From an optimization exercise on the open Yosys and OpenROAD flow, aimed at small area, a short achievable clock period and few clock cycles per item; shortcuts taken in it are not production practice.
RTL that was checked went through simulation tests only; none was proved equivalent to the original.
No functional check of the RTL was part of run 1.
Power is estimated from default activity; no workload was simulated.

==> flow/design.v (outline; a module is shown in full before it is edited, if it fits) <==
// module math_core_alu: 704 lines
module math_core_alu #(
    parameter int DW = 32,
    parameter int CW = 32
) (
    input  logic          clk,
    input  logic          rst,
    input  logic [0:1]    mode,
    input  logic          in_valid,
    output logic          in_ready,
    input  logic [0:DW-1] ain,
    input  logic [0:DW-1] bin,
    output logic          out_valid,
    input  logic          out_ready,
    output logic [0:DW-1] result,
    output logic          ovf,
    output logic [0:CW-1] statistic,
    input  logic          stat_ld,
    input  logic [0:CW-1] stat_din,
    input  logic          flush,
    output logic          busy
);
  // ...
==> flow/flow/run.sh <==
#!/bin/bash
# The standard layout, with plain buf_1 port buffers and a tighter setup target
# for timing repair; the log of the whole make run goes to standard.log.
bash standard.sh BUFFER_PORTS_ARGS="-buffer_cell sky130_fd_sc_hd__buf_1" SETUP_SLACK_MARGIN=5.6 finish > standard.log 2>&1
==> flow/standard.sh <==
#!/bin/bash
# synth_recipe.tcl (not shown) runs the flow's synth.tcl, then flattens the netlist and writes it again
# the make line also repeats each setting of config.mk as NAME=value (left out here)
make -C /OpenROAD-flow-scripts/flow DESIGN_CONFIG=/design/flow/config.mk WORK_HOME=/design/flow/orfs CLKGATE_MAP_FILE= SYNTH_SCRIPT=/design/flow/synth_recipe.tcl "${@:-finish}"
==> flow/config.mk <==
export PLATFORM = sky130hd
export DESIGN_NAME = math_core_alu
export DESIGN_NICKNAME = math_core_alu
export VERILOG_FILES = /design/flow/design.v
export SDC_FILE = /design/flow/constraint.sdc
export NUM_CORES = 4
export LEC_CHECK = 0
export ABC_AREA = 1
export CAP_MARGIN = 20
export CORE_MARGIN = 2
export CORE_UTILIZATION = 40
export SLEW_MARGIN = 20
==> flow/constraint.sdc <==
create_clock -name core_clock -period 10.0 [get_ports {clk}]
set_input_delay 2.0000 -clock core_clock [delete_from_list [all_inputs] [get_ports {clk}]]
set_output_delay 2.0000 -clock core_clock [all_outputs]
set_load 0.01 [all_outputs]
==> out/metrics.csv, run 1 <==
metric,value,unit
relSlewSlack,0.278,
hold_end,r_stat[0]$_DFFE_PN0P_,
vdd.ir_drop.worst,0.267,mV
status,"complete, no violations",
slew_violations,0,
yosys-top-cells-count,"inv_1, nand2_1, xor2_1",
syn_nets,2945,
endpoint,ovf,
synth_top_family_by_area,compound AO/OA/AOI/OAI gates,
synth_seq_area_share,0.264,
p_comb_frac,0.725,
clock-sinks,203,
synth_edf_count,169,
drc,0,
cts_buffers,25,
port_buffers,171,
top_layer,met4,
p_seq_frac,0.163,
grt_overflow_total,0,
cp_data_arrival_time,2890,ps
synth-seq-cells,203,
syn_to_final_growth,23.1,%
yosys.area.top_type,edfxtp_1,
min_period,4890,ps
mostFrequentLayoutCell,inv_1,
clkPwrFrac,0.112,
whs,587,ps
cts_resized,174,
clk_pin_slew,60,ps
drt_iter0_drc,2596,
wl_met1,38200,um
muxShareOfSynthArea,0.000446,
==> run 2, diff against run 1 <==
--- a/flow/design.v
+++ b/flow/design.v
@@ -22,32 +22,33 @@
     logic [31:0]   a1;
     logic [31:0]   b1;
     logic [32:1]   a3_1;
     logic [10:0]   bs1_1, bs2_1, bs3_1, bs4_1;
     logic [9:0]    bneg_1;
     logic          bgt_1;            
     logic [1:0]    m1;
     logic          v1;
-    localparam int K = 22;
+    localparam int K = 24;
     logic [31:K]   s2;
     logic [31:K]   c2;
     logic [K-1:0]  lo2;
     logic          ck2;
     logic          k1_2;
     logic          k2_2;
     logic          mulp2;
     logic [2-1:0] l32_2;
     logic          v2;
     logic [CW-1:0] r_stat;
     logic          take2;
     logic          en1;
     logic          hs;
+    logic          full;
     assign take2    = !v2 || out_ready;
-    assign en1      = !v1 || take2;
+    assign en1      = !full || out_ready;
     assign in_ready = !flush && en1;
     assign hs       = v2 && out_ready && !flush;
     logic [31:0] ain_v;
     logic [32:0] a3_in;
     assign ain_v = ain;
     assign a3_in = {1'b0, ain_v} + {ain_v, 1'b0};
     logic [32:0] a3;
     assign a3 = {a3_1, a1[0]};
@@ -660,22 +661,25 @@
     assign ovf       = k1_2 ^ (k2_2 & cout) ^ (mulp2 & (^l32_2));
     assign out_valid = v2;
     assign statistic = r_stat;
     assign busy      = v1 || v2;
     always_ff @(posedge clk or negedge rst) begin
         if (!rst) begin
             v1     <= 1'b0;
             v2     <= 1'b0;
+            full   <= 1'b0;
             r_stat <= '0;
         end else begin
             if (flush)     v1 <= 1'b0;
             else if (en1)  v1 <= in_valid;
             if (flush)      v2 <= 1'b0;
             else if (take2) v2 <= v1;
+            if (flush)      full <= 1'b0;
+            else            full <= (en1 ? in_valid : v1) && (take2 ? v1 : v2);
             if (stat_ld)    r_stat <= stat_din;
             else if (hs && !(&r_stat)) r_stat <= r_stat + 1'b1;
         end
     end
     always_ff @(posedge clk) begin
         if (en1) begin
             a1 <= ain;
             bgt_1  <= bin_v > ain_v;
==> run 2 against run 1 <==
  * Global-route usage is 0.53 points higher
  * Sequential power hardly changed
  * Maximum frequency is 1.3% higher
  * Power is 3.7% lower
  * Clock-buffer cell count is 2 lower
==> out/metrics.csv, run 2 <==
metric,value,unit,change
status,"complete, no violations",,unchanged
die_area,57700,um2,was 58000 um2
start_util,0.405,,was 0.406
gr-usage-all-layers,0.324,,was 0.319
drt_iter0_drc,2797,,was 2596
relSlewSlack,0.335,,was 0.278
slew_violations,0,,unchanged
synth-adder-area-share,0.180,,was 0.179
min_period,4820,ps,was 4890 ps
p_seq_frac,0.169,,was 0.163
yosys-top-cells-count,"inv_1, nand2_1, xor2_1",,unchanged
yosys.area.top_type,edfxtp_1,,unchanged
hold_violations,0,,unchanged
ys_async_sr_fraction,0.173,,was 0.167
clockBufferDepth,3,,unchanged
synth-seq-cells,202,,was 203
core-area,55100,um2,was 55300 um2
grt_pass1_wl,139000,um,was 137000 um
cp_data_arrival_time,5140,ps,was 2890 ps
rsz0062_at_grt,yes,,unchanged
clk_pin_slew,70,ps,was 60 ps
synth_top_family_by_area,compound AO/OA/AOI/OAI gates,,unchanged
synth_seq_area_share,0.264,,about the same
crit_type,reg2reg,,was reg2out
ys_types,64,,was 65
drc,0,,unchanged
p_per_area,299,nW/um2,was 308 nW/um2
endpoint_kind,flop,,was output port
clkPwrFrac,0.110,,was 0.112
antenna_cells,0,,unchanged
vdd.ir_drop.worst,0.245,mV,was 0.267 mV
synth_area_leaders,"edfxtp_1, fa_1, xor2_1, ha_1, a221oi_1",,unchanged
clock-sinks,202,,was 203
reg_top3,"a1 (32), a3_1 (32), r_stat (32)",,unchanged
io_pins,172,,unchanged
switching_share,0.493,,was 0.492
mostFrequentLayoutCell,inv_1,,unchanged
postCtsHoldBufs,0,,unchanged
tns,0,ps,unchanged
cp-start-kind,flop,,unchanged
muxShareOfSynthArea,0.00185,,was 0.000446
max_freq,207,MHz,was 205 MHz
syn_nets,2955,,was 2945
period_share,0.482,,was 0.489
num_rows,86,,unchanged
grt_max_degree,77,,was 81
dp_hpwl,64400,um,was 65700 um
syn_to_final_growth,22.7,%,was 23.1%
synthXorXnorAreaFrac,0.129,,was 0.133
p_comb_frac,0.721,,was 0.725
grt_pass1_vias,21760,,was 21309
antenna_found_initial,0,,unchanged
fin_skew,33.2,ps,was 30.6 ps
vias,22563,,was 22368
ant_nets,0,,unchanged
wl,96500,um,was 97100 um
nets,3198,,was 3193
p_sw,4040,uW,was 4190 uW
htreeDepth,1,,unchanged
hold_path_class,reg2reg,,unchanged
synth_warnings,1,,unchanged
die_h,240,um,was 241 um
cap_viol_max_count,0,,unchanged
crit_required,10320,ps,was 8000 ps
reg2reg_depth,15,,was 18
wl_per_cell,26.7,um,was 26.9 um
viasPerCell,6.24,,was 6.20
port_buffers,171,,unchanged
avgSynthCellArea,8.57,um2,was 8.65 um2
p_leak,0.0114,uW,was 0.0115 uW
first_pass_iters,6,,was 9
crit_path_max_fanout,13,,was 3
synth_top_area_frac,0.225,,was 0.226
whs,546,ps,was 587 ps
synthCells,2604,,was 2594
intPower,4150,uW,was 4310 uW
clock_latency,580,ps,was 570 ps
cts_root_buf,clkbuf_16,,unchanged
cts_tree,built,,unchanged
n_fill_cell,5345,,was 5249
gp_congestion,0.991,,was 1.03
final_cell_mix,"inv_1, xor2_1, nand2_1",,"was inv_1, nand2_1, xor2_1"
yosysMostFrequentCell,inv_1,,unchanged
synthSimpleGateAreaFrac,0.117,,was 0.114
cts_buffers,25,,unchanged
syn-cell-area,22300,um2,was 22400 um2
grt_overflow_total,0,,unchanged
drive_above_1_share,0.199,,was 0.206
synthFlopType,edfxtp_1,,unchanged
whs_path_depth,2,,was 1
synth_compound_area_frac,0.215,,was 0.211
worstMarginPinSlew,998,ps,was 1080 ps
synth_edf_count,167,,was 169
finalSetupViolCount,0,,unchanged
dieWidth,240,um,was 241 um
## run 2: cell types whose count changed after synthesis, sizes merged, moves of 6 or more
cell    previous run  this run
nor2             133       148
nand3             67        82
o221ai            33        24
xnor2             62        56
o21ai             70        85
nand2            297       279
nand4             32        21
nor3              26        33
clkbuf           127       133
inv              356       344
## run 2: area by class of cell
cell class / count / area, um2 / area share
Timing Repair inverter: 9 / 67.6 / 0.00247
Multi-Input combinational cell: 1862 / 15400 / 0.564
Clock inverter: 19 / 169 / 0.00617
Inverter: 357 / 1510 / 0.0550
Timing Repair Buffer: 390 / 2740 / 0.100
Tap cell: 748 / 936 / 0.0342
Clock buffer: 27 / 633 / 0.0231
Sequential cell: 202 / 5890 / 0.215
## run 2: power by group through the flow
stage	Combinational, uW	Clock [uW]	Sequential [uW]
after floorplan	3160	0	1310
after global placement	4820	0	1400
after detailed placement	4840	0	1410
after CTS	5200	915	1370
after global routing	6330	946	1390
final	5900	902	1390
## run 2: through the flow
step	setup slack, ps	util	total power, uW	area, um2	instances
CTS	5270	0.478	7490	26300	3570
global route	5040	0.497	8670	27400	3614
global placement	4500	0.429	6220	23600	3383
detailed placement	4440	0.429	6250	23600	3383
finish	5180	0.497	8190	27400	3614
floorplan	5560	-	4470	22800	2604
## run 2: worst paths after layout
| check | start | to | slack [ps] |
|---|---|---|---|
| max in group asynchronous | rst | r_stat[2]$_DFFE_PN0P_ | 7810 |
| setup reg to reg | a1[16]$_DFFE_PN_ | ck2$_DFFE_PN_ | 5180 |
| hold reg to reg | v1$_DFF_PN0_ | v2$_DFF_PN0_ | 550 |
| hold / removal | v1$_DFF_PN0_ | v2$_DFF_PN0_ | 550 |
| min in group asynchronous | rst | full$_DFF_PN0_ | 1580 |
| setup / recovery | a1[16]$_DFFE_PN_ | ck2$_DFFE_PN_ | 5180 |
## run 2: worst max-delay path, stage by stage (launching register included)
cell and delay (ps):
edfxtp_1 450, inv_4 230, o22ai_1 130, a221oi_1 430, xor2_1 170, fa_1 510
fa_1 500, inv_1 50, fa_1 520, inv_1 60, fa_1 550, o21ai_0 220
a22oi_1 110, ha_1 370, a21oi_1 180, o21ai_1 80
## run 2: logic make-up (layout without fill, tap and decap cells)
logic type               after synthesis  after routing
multiplexers                           4              4
AND/OR/NAND/NOR                      584            584
AO/OA/AOI/OAI                        699            699
XOR/XNOR                             328            328
flip-flops                           202            202
buffers and inverters                540            802
adder cells (fa/ha/maj)              247            247
## run 2: metal layers
metal  global-route usage  part of all wire  wire, um
met1                0.431              0.39     37600
met5                    0                 0         0
met2                0.481              0.42     40300
met4                0.152             0.063      6070
met3               0.0994              0.13     12500
## run 2: timing repair
action,in CTS,in global routing
pin swaps,39,107
endpoints found under the setup margin,47,39
gates cloned,14,1
hold endpoints to repair,0,0
resized for setup,170,149
setup buffers,127,42
Testbench counts of run 2, summed over its fixed seeds: cycles 16,016, items 16,000.
==> run 3, diff against run 2 <==
==> flow/flow/run.sh (replaced) <==
#!/bin/bash
# The standard layout, with plain buf_1 port buffers and a tighter setup target
# for timing repair; the log of the whole make run goes to standard.log.
bash standard.sh BUFFER_PORTS_ARGS="-buffer_cell sky130_fd_sc_hd__buf_1" SETUP_SLACK_MARGIN=5.2 finish > standard.log 2>&1
==> run 3 against run 2 <==
  * Final cell count shrank 1.1%
  * Setup slack lost 130 ps
  * Die area is the same
  * Core utilization shrank 2.0 points
  * Sequential power is essentially flat
  * Maximum frequency shrank 2.6%
  * Design area shrank 3.9%
  * Critical path type unchanged
  * Critical endpoint is now lo2[22]$_DFFE_PN_
==> out/metrics.csv, run 3 <==
metric,value,unit,change
rsz0062_at_grt,yes,,unchanged
critical_path.most_common_cell,fa_1,,unchanged
cp_data_arrival_time,5250,ps,was 5140 ps
yosysMostFrequentCell,inv_1,,unchanged
gp_congestion,1.01,,was 0.991
dieWidth,240,um,unchanged
clockBufferDepth,3,,unchanged
drt_iter0_drc,3004,,was 2797
status,"complete, no violations",,unchanged
wl,95100,um,was 96500 um
slew_violations,0,,unchanged
grt_overflow_total,0,,unchanged
period_share,0.495,,was 0.482
path_delay_family,adder cells,,unchanged
yosys.area.top_type,edfxtp_1,,unchanged
r2r-start,bs1_1[0]$_DFFE_PN_,,was a1[16]$_DFFE_PN_
cts_root_buf,clkbuf_16,,unchanged
multi_input_area,14800,um2,was 15400 um2
synth_top_area_frac,0.225,,unchanged
stdcell_count,3575,,was 3614
die_h,240,um,unchanged
tns,0,ps,unchanged
gr-usage-all-layers,0.321,,was 0.324
cts_buffers,26,,was 25
num_rows,86,,unchanged
whs,560,ps,was 546 ps
p_leak,0.0110,uW,was 0.0114 uW
worstMarginPinSlew,1150,ps,was 998 ps
vias,22235,,was 22563
reg_top3,"a1 (32), a3_1 (32), r_stat (32)",,unchanged
synth_edf_count,167,,unchanged
avgSynthCellArea,8.57,um2,unchanged
viasPerCell,6.22,,was 6.24
cap_viol_max_count,0,,unchanged
first_pass_iters,8,,was 6
crit_path_max_fanout,6,,was 13
dp_hpwl,64700,um,was 64400 um
n_fill_cell,5346,,was 5345
wl_per_cell,26.6,um,was 26.7 um
grt_pass1_wl,137000,um,was 139000 um
synth_area_leaders,"edfxtp_1, fa_1, xor2_1, ha_1, a221oi_1",,unchanged
syn-cell-area,22300,um2,unchanged
ant_nets,0,,unchanged
synth_seq_area_share,0.264,,unchanged
postCtsHoldBufs,0,,unchanged
hold_path_startpoint,v1$_DFF_PN0_,,unchanged
min_period,4950,ps,was 4820 ps
crit_required,10300,ps,was 10320 ps
p_per_area,290,nW/um2,was 299 nW/um2
grt_pass1_vias,21445,,was 21760
slowest_delay,530,ps,was 550 ps
finalSetupViolCount,0,,unchanged
worstPathCellList,inv_4 > buf_12 > o22ai_1 > a221oi_2 > xor2_1 > fa_1 > fa_1 > inv_1 > fa_1 > inv_1 > fa_2 > nand2_1 > o211ai_1 > ha_1 > a21oi_2 > o21ai_0 > a21oi_1 > xor2_1,,was inv_4 > o22ai_1 > a221oi_1 > xor2_1 > fa_1 > fa_1 > inv_1 > fa_1 > inv_1 > fa_1 > o21ai_0 > a22oi_1 > ha_1 > a21oi_1 > o21ai_1
place_ws,4390,ps,was 4440 ps
nets,3157,,was 3198
io_pins,172,,unchanged
vdd.ir_drop.worst,0.192,mV,was 0.245 mV
synthFlopType,edfxtp_1,,unchanged
dp_cells,3388,,was 3383
synthCells,2604,,unchanged
endpoint_kind,flop,,unchanged
clock_latency,580,ps,about the same
clk_pin_slew,50,ps,was 70 ps
grt_max_degree,72,,was 77
core-area,55100,um2,unchanged
syn_to_final_growth,17.9,%,was 22.7%
crit_type,reg2reg,,unchanged
syn_nets,2955,,unchanged
drive_above_1_share,0.140,,was 0.199
ys_async_sr_fraction,0.173,,unchanged
die_area,57700,um2,unchanged
antenna_found_initial,0,,unchanged
synth-seq-cells,202,,unchanged
clock-sinks,202,,unchanged
yosys-top-cells-count,"inv_1, nand2_1, xor2_1",,unchanged
mostFrequentLayoutCell,inv_1,,unchanged
max_freq,202,MHz,was 207 MHz
cp-start-kind,flop,,unchanged
final_cell_mix,"inv_1, nand2_1, xor2_1",,"was inv_1, xor2_1, nand2_1"
relSlewSlack,0.234,,was 0.335
seq_area,5890,um2,unchanged
start_util,0.405,,unchanged
cts_tree,built,,unchanged
port_buffers,171,,unchanged
ys_types,64,,unchanged
htreeDepth,1,,unchanged
worst_slack,5050,ps,was 5180 ps
hold_violations,0,,unchanged
cp-startpoint,bs1_1[0]$_DFFE_PN_,,was a1[16]$_DFFE_PN_
fin_skew,30.5,ps,was 33.2 ps
drc,0,,unchanged
hold_path_class,reg2reg,,unchanged
path_buf_inv,4,,was 3
synth_warnings,1,,unchanged
cp_slowest_cell,fa_1,,unchanged
run 3: cell families after synthesis:
| kind of cell | synth area share |
|---|---|
| flops | 0.264 |
| simple gates | 0.117 |
| compound gates | 0.215 |
| mux | 0.00185 |
| fa+ha+maj | 0.180 |
| buf+inv | 0.0934 |
| xor+xnor | 0.129 |
run 3: path summary, 6_finish.rpt:
path                                     endpoint  slack (ps)  depth (start not counted)
hold reg to reg                      v2$_DFF_PN0_         560                          2
setup / recovery                lo2[22]$_DFFE_PN_        5050                         18
setup reg to reg                lo2[22]$_DFFE_PN_        5050                         18
hold / removal                       v2$_DFF_PN0_         560                          2
max in group asynchronous          full$_DFF_PN0_        7810                          1
min in group asynchronous  r_stat[11]$_DFFE_PN0P_        1570                          1
run 3: worst min-delay path: stages, from the launching register on:
cell and delay [ps]:
dfrtp_1 370, a21oi_1 70, nor2_1 80
run 3: area by class of cell:
cell class / count / area share
Multi-Input combinational cell: 1862 / 0.563
Sequential cell: 202 / 0.224
Timing Repair Buffer: 349 / 0.0878
Inverter: 357 / 0.0556
Tap cell: 748 / 0.0356
Clock buffer: 33 / 0.0265
Clock inverter: 13 / 0.00547
Timing Repair inverter: 8 / 0.00190
Antenna cell: 3 / 0.000286
run 3: timing repair:
action,4_1_cts,5_1_grt
gates cloned,11,3
pin swaps,16,29
resized for setup,119,63
setup buffers,92,32
setup endpoints to repair,31,32
run 3: metrics by stage:
| stage | power [uW] | utilization | cell area, um2 |
|---|---|---|---|
| 2_1_floorplan | 4410 | - | 22300 |
| 3_3_place_gp | 6180 | 0.427 | 23500 |
| 3_5_place_dp | 6180 | 0.427 | 23500 |
| 4_1_cts | 7310 | 0.467 | 25700 |
| 5_1_grt | 8160 | 0.477 | 26300 |
| 6_report | 7620 | 0.477 | 26300 |
run 3: power by group:
part | total, uW | leakage (uW) | switching (uW) | internal (uW)
Sequential | 1390 | 0.00222 | 193 | 1190
Combinational | 5310 | 0.00841 | 3210 | 2100
Clock | 922 | 0.000413 | 377 | 545
run 3: metal layers:
metal	global-route usage	part of all wire	up-vias
met3	0.106	0.13	454
met4	0.145	0.061	0
li1	-	-	9605
met5	0	0	-
met1	0.428	0.39	10523
met2	0.473	0.42	1653
==> run 4, diff against run 3 <==
==> flow/flow/run.sh (replaced) <==
#!/bin/bash
# The standard layout, with plain buf_1 port buffers and a tighter setup target
# for timing repair; the log of the whole make run goes to standard.log.
bash standard.sh BUFFER_PORTS_ARGS="-buffer_cell sky130_fd_sc_hd__buf_1" SETUP_SLACK_MARGIN=4.4 finish > standard.log 2>&1
==> run 4 against run 3 <==
  * Core utilization down 2.8 points
  * Clock skew grew 9.1 ps
  * Maximum frequency is 9.0% lower
  * Power fell by 2.9%
  * Combinational power decreased by 4.5%
  * Die area stayed put
  * Non-clock buffer count shrank 99
  * Flip-flop and latch count unchanged
  * Synthesized cell count did not move
  * Register-to-register slack worse by 490 ps
  * Routed wire length is 6.5% lower
  * Global-route usage shrank 1.7 points
==> out/metrics.csv, run 4 <==
metric,value,unit,change
status,"complete, no violations",,unchanged
drt_iter0_drc,2726,,was 3004
tns,0,ps,unchanged
power,7400,uW,was 7620 uW
finalSetupViolCount,0,,unchanged
io_pins,172,,unchanged
synth-seq-cells,202,,unchanged
crit_type,reg2reg,,unchanged
p_leak,0.0103,uW,was 0.0110 uW
die_h,240,um,unchanged
grt_max_degree,72,,unchanged
clk_pin_slew,60,ps,was 50 ps
yosysMostFrequentCell,inv_1,,unchanged
syn-cell-area,22300,um2,unchanged
syn_nets,2955,,unchanged
die_area,57700,um2,unchanged
vdd.ir_drop.worst,0.216,mV,was 0.192 mV
synthFlopType,edfxtp_1,,unchanged
cp_data_arrival_time,5750,ps,was 5250 ps
final_cell_mix,"inv_1, xor2_1, nand2_1",,"was inv_1, nand2_1, xor2_1"
slowest_delay,710,ps,was 530 ps
ys_types,64,,unchanged
viasPerCell,6.17,,was 6.22
grt_pass1_wl,131000,um,was 137000 um
antenna_found_initial,0,,unchanged
relSlewSlack,0.223,,was 0.234
mostFrequentLayoutCell,inv_1,,unchanged
worstMarginPinSlew,1170,ps,was 1150 ps
hold_path_class,reg2reg,,unchanged
crit_path_max_fanout,29,,was 6
min_period,5440,ps,was 4950 ps
cp-start-kind,flop,,unchanged
synth_area_leaders,"edfxtp_1, fa_1, xor2_1, ha_1, a221oi_1",,unchanged
nets,3053,,was 3157
yosys-top-cells-count,"inv_1, nand2_1, xor2_1",,unchanged
num_rows,86,,unchanged
reg_top3,"a1 (32), a3_1 (32), r_stat (32)",,unchanged
rsz0062_at_grt,yes,,unchanged
clockBufferDepth,3,,unchanged
first_pass_iters,6,,was 8
gr-usage-all-layers,0.304,,was 0.321
avgSynthCellArea,8.57,um2,unchanged
path_delay_family,adder cells,,unchanged
yosys.area.top_type,edfxtp_1,,unchanged
synth_warnings,1,,unchanged
wl_per_cell,25.6,um,was 26.6 um
dieWidth,240,um,unchanged
crit_required,10310,ps,was 10300 ps
grt_overflow_total,0,,unchanged
clock_latency,590,ps,was 580 ps
synthCells,2604,,unchanged
worstPathCellList,buf_4 > inv_2 > xor2_1 > fa_1 > inv_1 > fa_1 > fa_1 > inv_1 > fa_1 > o21ai_0 > a22oi_1 > ha_1 > a21oi_1 > o31ai_1 > a21oi_1 > xnor2_1,,was inv_4 > buf_12 > o22ai_1 > a221oi_2 > xor2_1 > fa_1 > fa_1 > inv_1 > fa_1 > inv_1 > fa_2 > nand2_1 > o211ai_1 > ha_1 > a21oi_2 > o21ai_0 > a21oi_1 > xor2_1
clock-sinks,202,,unchanged
fin_skew,39.6,ps,was 30.5 ps
wl,88900,um,was 95100 um
vias,21398,,was 22235
gp_congestion,1.01,,about the same
path_buf_inv,4,,unchanged
slew_violations,0,,unchanged
syn_to_final_growth,11.0,%,was 17.9%
synth_top_area_frac,0.225,,unchanged
p_per_area,299,nW/um2,was 290 nW/um2
utilization,0.450,,was 0.477
start_util,0.405,,unchanged
port_buffers,171,,unchanged
grt_pass1_vias,20353,,was 21445
critical_path.most_common_cell,fa_1,,unchanged
endpoint_kind,flop,,unchanged
cp_slowest_cell,inv_2,,was fa_1
hold_violations,0,,unchanged
dp_hpwl,65400,um,was 64700 um
cts_root_buf,clkbuf_16,,unchanged
drc,0,,unchanged
cts_tree,built,,unchanged
synth_seq_area_share,0.264,,unchanged
max_freq,184,MHz,was 202 MHz
ant_nets,0,,unchanged
core-area,55100,um2,unchanged
period_share,0.544,,was 0.495
htreeDepth,1,,unchanged
synth_edf_count,167,,unchanged
cap_viol_max_count,0,,unchanged
cts_buffers,26,,unchanged
ys_async_sr_fraction,0.173,,unchanged
drive_above_1_share,0.0764,,was 0.140
run 4: cell counts after synthesis:
No cell type changed its count.
run 4: metrics by stage:
stage	hold slack, ps	cells	setup slack [ps]	area, um2
after floorplan	488	2604	4670	22300
after global placement	504	3388	4300	23500
after detailed placement	535	3388	4320	23500
after CTS	568	3438	4400	24400
after global routing	588	3469	4380	24800
final	570	3470	4560	24800
run 4: final timing paths:
check	start	to	slack [ps]	cells after the start
worst max-delay path	bneg_1[1]$_DFFE_PN_	lo2[23]$_DFFE_PN_	4560	16
worst min-delay path	r_stat[31]$_DFFE_PN0P_	r_stat[31]$_DFFE_PN0P_	570	2
worst max register to register	bneg_1[1]$_DFFE_PN_	lo2[23]$_DFFE_PN_	4560	16
worst min register to register	r_stat[31]$_DFFE_PN0P_	r_stat[31]$_DFFE_PN0P_	570	2
max in group asynchronous	rst	r_stat[24]$_DFFE_PN0P_	7820	1
min in group asynchronous	rst	r_stat[14]$_DFFE_PN0P_	1560	1
run 4: power by group:
| part | switching [uW] | total, uW | internal (uW) | leakage, uW |
|---|---|---|---|---|
| Sequential | 198 | 1390 | 1190 | 0.00222 |
| Combinational | 3120 | 5070 | 1950 | 0.00768 |
| Clock | 400 | 945 | 546 | 0.000420 |
| Total | 3720 | 7400 | 3680 | 0.0103 |
run 4: routing by layer:
metal  GRT usage  share of wire
met1       0.422           0.41
met2       0.449           0.42
met3      0.0790           0.12
met4       0.122          0.051
met5           0              0
run 4: area by class of cell:
| class | count | area (um2) |
|---|---|---|
| antenna | 1 | 2.50 |
| clock buffer | 30 | 686 |
| clock inverter | 17 | 170 |
| fill | 5457 | 30300 |
| inverter | 357 | 1420 |
| multi-input combinational | 1862 | 14400 |
| sequential | 202 | 5890 |
| tap | 748 | 936 |
| timing repair buffer | 250 | 1270 |
| timing repair inverter | 3 | 15.0 |
run 4: cells by family (layout without fill, tap and decap cells):
kind of cell | Yosys count | after routing | share of synthesized area
adder cells (fa/ha/maj) | 247 | 247 | 0.180
buffers and inverters | 540 | 657 | 0.0934
other | 0 | 1 | 0
AO/OA/AOI/OAI | 699 | 699 | 0.215
AND/OR/NAND/NOR | 584 | 584 | 0.117
multiplexers | 4 | 4 | 0.00185
XOR/XNOR | 328 | 328 | 0.129
flip-flops | 202 | 202 | 0.264
run 4: worst register-to-register path: stages, from the launching register on:
cell      delay (ps)
edfxtp_1         360
buf_4            260
inv_2            730
xor2_1           320
fa_1             580
inv_1             50
fa_1             500
fa_1             580
inv_1             70
fa_1             450
o21ai_0          190
a22oi_1          100
ha_1             420
a21oi_1          110
o31ai_1          220
a21oi_1           90
xnor2_1          130
run 4: what timing repair did:
| action | in CTS | in global routing |
|---|---|---|
| pin swaps | 0 | 0 |
| gates cloned | 1 | 2 |
| setup endpoints to repair | 5 | 8 |
| resized for setup | 1 | 31 |
| setup buffers | 2 | 29 |
| endpoints found under the hold margin | 0 | 0 |
| hold buffers | 0 | 0 |
==> run 5, diff against run 4 <==
==> flow/flow/run.sh (replaced) <==
#!/bin/bash
# The standard layout, with plain buf_1 port buffers and a tighter setup target
# for timing repair; the log of the whole make run goes to standard.log.
bash standard.sh BUFFER_PORTS_ARGS="-buffer_cell sky130_fd_sc_hd__buf_1" SETUP_SLACK_MARGIN=4.8 finish > standard.log 2>&1
==> run 5 against run 4 <==
  * Power rose by 0.79%
  * Final cell count rose by 1.5%
  * Flip-flop and latch count did not move
  * Via count rose by 1.5%
  * Non-clock buffer count rose by 50
  * Hold slack got worse by 23 ps
  * Sequential power barely moved
  * Combinational power rose by 2%
  * Maximum frequency rose by 6.3%
  * Register-to-register slack improved by 320 ps
  * Core utilization rose by 1.1 points
  * Largest power group unchanged
==> out/metrics.csv, run 5 <==
metric,value,unit,change
status,"complete, no violations",,unchanged
tns,0,ps,unchanged
antenna_found_initial,0,,unchanged
syn_to_final_growth,13.8,%,was 11.0%
cp_data_arrival_time,5430,ps,was 5750 ps
clock-sinks,202,,unchanged
viasPerCell,6.16,,was 6.17
synth_seq_area_share,0.264,,unchanged
wl_per_cell,25.8,um,was 25.6 um
fin_skew,20.3,ps,was 39.6 ps
r2r-start,bs1_1[0]$_DFFE_PN_,,was bneg_1[1]$_DFFE_PN_
cts_buffers,26,,unchanged
cts_tree,built,,unchanged
relSlewSlack,0.309,,was 0.223
worstMarginPinSlew,1040,ps,was 1170 ps
nets,3106,,was 3053
clockBufferDepth,3,,unchanged
place_ws,4320,ps,about the same
rsz0062_at_grt,yes,,unchanged
crit_type,reg2reg,,unchanged
syn_nets,2955,,unchanged
mostFrequentLayoutCell,inv_1,,unchanged
finalSetupViolCount,0,,unchanged
grt_pass1_vias,20723,,was 20353
ys_async_sr_fraction,0.173,,unchanged
first_pass_iters,8,,was 6
synthCells,2604,,unchanged
clock_latency,580,ps,was 590 ps
r2r_slack,4880,ps,was 4560 ps
synth_area_leaders,"edfxtp_1, fa_1, xor2_1, ha_1, a221oi_1",,unchanged
clk_pin_slew,60,ps,about the same
gr-usage-all-layers,0.305,,was 0.304
wl,91000,um,was 88900 um
cp-startpoint,bs1_1[0]$_DFFE_PN_,,was bneg_1[1]$_DFFE_PN_
gp_congestion,1.00,,was 1.01
hold_path_startpoint,v1$_DFF_PN0_,,was r_stat[31]$_DFFE_PN0P_
grt_max_degree,85,,was 72
crit_path_max_fanout,16,,was 29
r2r-end,lo2[20]$_DFFE_PN_,,was lo2[23]$_DFFE_PN_
yosys.area.top_type,edfxtp_1,,unchanged
core-area,55100,um2,unchanged
ys_types,64,,unchanged
dieWidth,240,um,unchanged
hold_violations,0,,unchanged
reg2reg_depth,17,,was 16
vias,21710,,was 21398
min_period,5120,ps,was 5440 ps
drc,0,,unchanged
cts_root_buf,clkbuf_16,,unchanged
final_cell_mix,"inv_1, nand2_1, xor2_1",,"was inv_1, xor2_1, nand2_1"
hold_path_class,reg2reg,,unchanged
htreeDepth,1,,unchanged
worst_slack,4880,ps,was 4560 ps
cap_viol_max_count,0,,unchanged
grt_pass1_wl,132000,um,was 131000 um
vdd.ir_drop.worst,0.218,mV,was 0.216 mV
grt_overflow_total,0,,unchanged
synth-seq-cells,202,,unchanged
max_freq,195,MHz,was 184 MHz
port_buffers,171,,unchanged
synthFlopType,edfxtp_1,,unchanged
num_rows,86,,unchanged
postCtsHoldBufs,0,,unchanged
io_pins,172,,unchanged
die_h,240,um,unchanged
ant_nets,0,,unchanged
whs_path_depth,2,,unchanged
yosysMostFrequentCell,inv_1,,unchanged
dp_hpwl,65200,um,was 65400 um
start_util,0.405,,unchanged
p_per_area,294,nW/um2,was 299 nW/um2
hold_end,v2$_DFF_PN0_,,was r_stat[31]$_DFFE_PN0P_
die_area,57700,um2,unchanged
p_leak,0.0106,uW,was 0.0103 uW
slew_violations,0,,unchanged
synth_top_area_frac,0.225,,unchanged
synth_edf_count,167,,unchanged
yosys-top-cells-count,"inv_1, nand2_1, xor2_1",,unchanged
drt_iter0_drc,2669,,was 2726
avgSynthCellArea,8.57,um2,unchanged
reg_top3,"a1 (32), a3_1 (32), r_stat (32)",,unchanged
synth_warnings,1,,unchanged
syn-cell-area,22300,um2,unchanged
crit_required,10320,ps,was 10310 ps
drive_above_1_share,0.105,,was 0.0764
period_share,0.512,,was 0.544
cp-start-kind,flop,,unchanged
endpoint_kind,flop,,unchanged
-- run 5: report_power, final --
part           switching [uW]  total, uW  internal (uW)  leakage (uW)
combinational            3170       5170           2000       0.00797
clock                     391        906            515      0.000396
sequential                192       1380           1190       0.00222
total                    3750       7460           3710        0.0106
-- run 5: kinds of logic after synthesis --
family          synth area share
compound gates             0.215
simple gates               0.117
buf+inv                   0.0934
xor+xnor                   0.129
fa+ha+maj                  0.180
flops                      0.264
mux                      0.00185
-- run 5: metrics by stage --
| step | utilization | power (uW) | std cells | cell area (um2) | hold slack [ps] |
|---|---|---|---|---|---|
| 4_1_cts | 0.449 | 7210 | 3474 | 24800 | 560 |
| 2_1_floorplan | - | 4400 | 2604 | 22300 | 488 |
| 3_3_place_gp | 0.428 | 6230 | 3393 | 23600 | 516 |
| 5_1_grt | 0.461 | 7950 | 3522 | 25400 | 578 |
| 3_5_place_dp | 0.428 | 6260 | 3393 | 23600 | 546 |
| 6_report | 0.461 | 7460 | 3523 | 25400 | 547 |
-- run 5: final cells by class --
class	instances	area, um2
antenna	1	2.50
multi-input combinational	1862	14500
fill	5439	29700
tap	748	936
inverter	357	1450
timing repair buffer	300	1760
clock buffer	33	687
sequential	202	5890
clock inverter	14	130
timing repair inverter	6	32.5
-- run 5: repair_timing --
| action | CTS | global route |
|---|---|---|
| setup endpoints to repair | 11 | 12 |
| cloned | 2 | 5 |
| buffers inserted | 32 | 42 |
| resized for setup | 33 | 64 |
| pin swaps | 0 | 7 |
-- run 5: worst max path at each step --
stage                   endpoint  slack [ps]  cells past startpoint
2_1_floorplan  lo2[21]$_DFFE_PN_        4970                     23
3_3_place_gp   lo2[23]$_DFFE_PN_        4420                     15
3_5_place_dp   lo2[23]$_DFFE_PN_        4320                     15
4_1_cts        lo2[21]$_DFFE_PN_        4810                     22
5_1_grt        lo2[23]$_DFFE_PN_        4740                     20
6_report       lo2[20]$_DFFE_PN_        4880                     17
-- run 5: per-layer routing --
metal | routed length, um | part of all wire | global-route usage
met4 | 5290 | 0.058 | 0.136
met2 | 38100 | 0.42 | 0.454
met5 | 0 | 0 | 0
met1 | 36900 | 0.41 | 0.421
met3 | 10700 | 0.12 | 0.0706
-- run 5: critical path: stages, from the launching register on --
cell and delay, ps:
edfxtp_1 440, inv_2 160, buf_12 200, o22ai_1 110, a221oi_2 300, xor2_2 310, fa_1 510, fa_1 530
fa_1 560, inv_1 70, fa_1 400, o221ai_1 260, inv_1 90, ha_2 380, nand2_1 100, o21ai_0 220
a21oi_2 80, xnor2_1 130

[re-timing with driven ports]
No port has a modelled driver above. Below, the same layouts with a new extraction and two added sets of constraints.
Step 1 (the two cells are an assumption about what drives the block):
set clk [get_ports {clk}]
set_driving_cell -lib_cell sky130_fd_sc_hd__clkbuf_16 $clk
set_driving_cell -lib_cell sky130_fd_sc_hd__buf_2 [delete_from_list [all_inputs] $clk]
Step 2 times the ports against the registers' clock, not the clock port: input delays grow and output delays shrink by t, the midpoint of the rising clock arrivals with the driver on.
Three values: ideal, step 1, step 2; two values: the first two.
run | t, ns | slack for setup (ns) | latest minus earliest clock arrival (ns)
run 1 | 0.615 | 5.115 / 5.058 / 5.134 | 0.034 / 0.033
run 2 | 0.631 | 5.178 / 5.178 / 5.130 | 0.037 / 0.037
run 3 | 0.623 | 5.050 / 5.050 / 4.814 | 0.031 / 0.031
run 4 | 0.626 | 4.559 / 4.559 / 4.451 | 0.040 / 0.040
run 5 | 0.633 | 4.881 / 4.881 / 4.635 | 0.021 / 0.022
After both steps setup and hold are still met in every run listed. For run 5, which loses most, drivers alone change the setup slack by 0.000 ns; drivers and shift together by -0.246 ns.
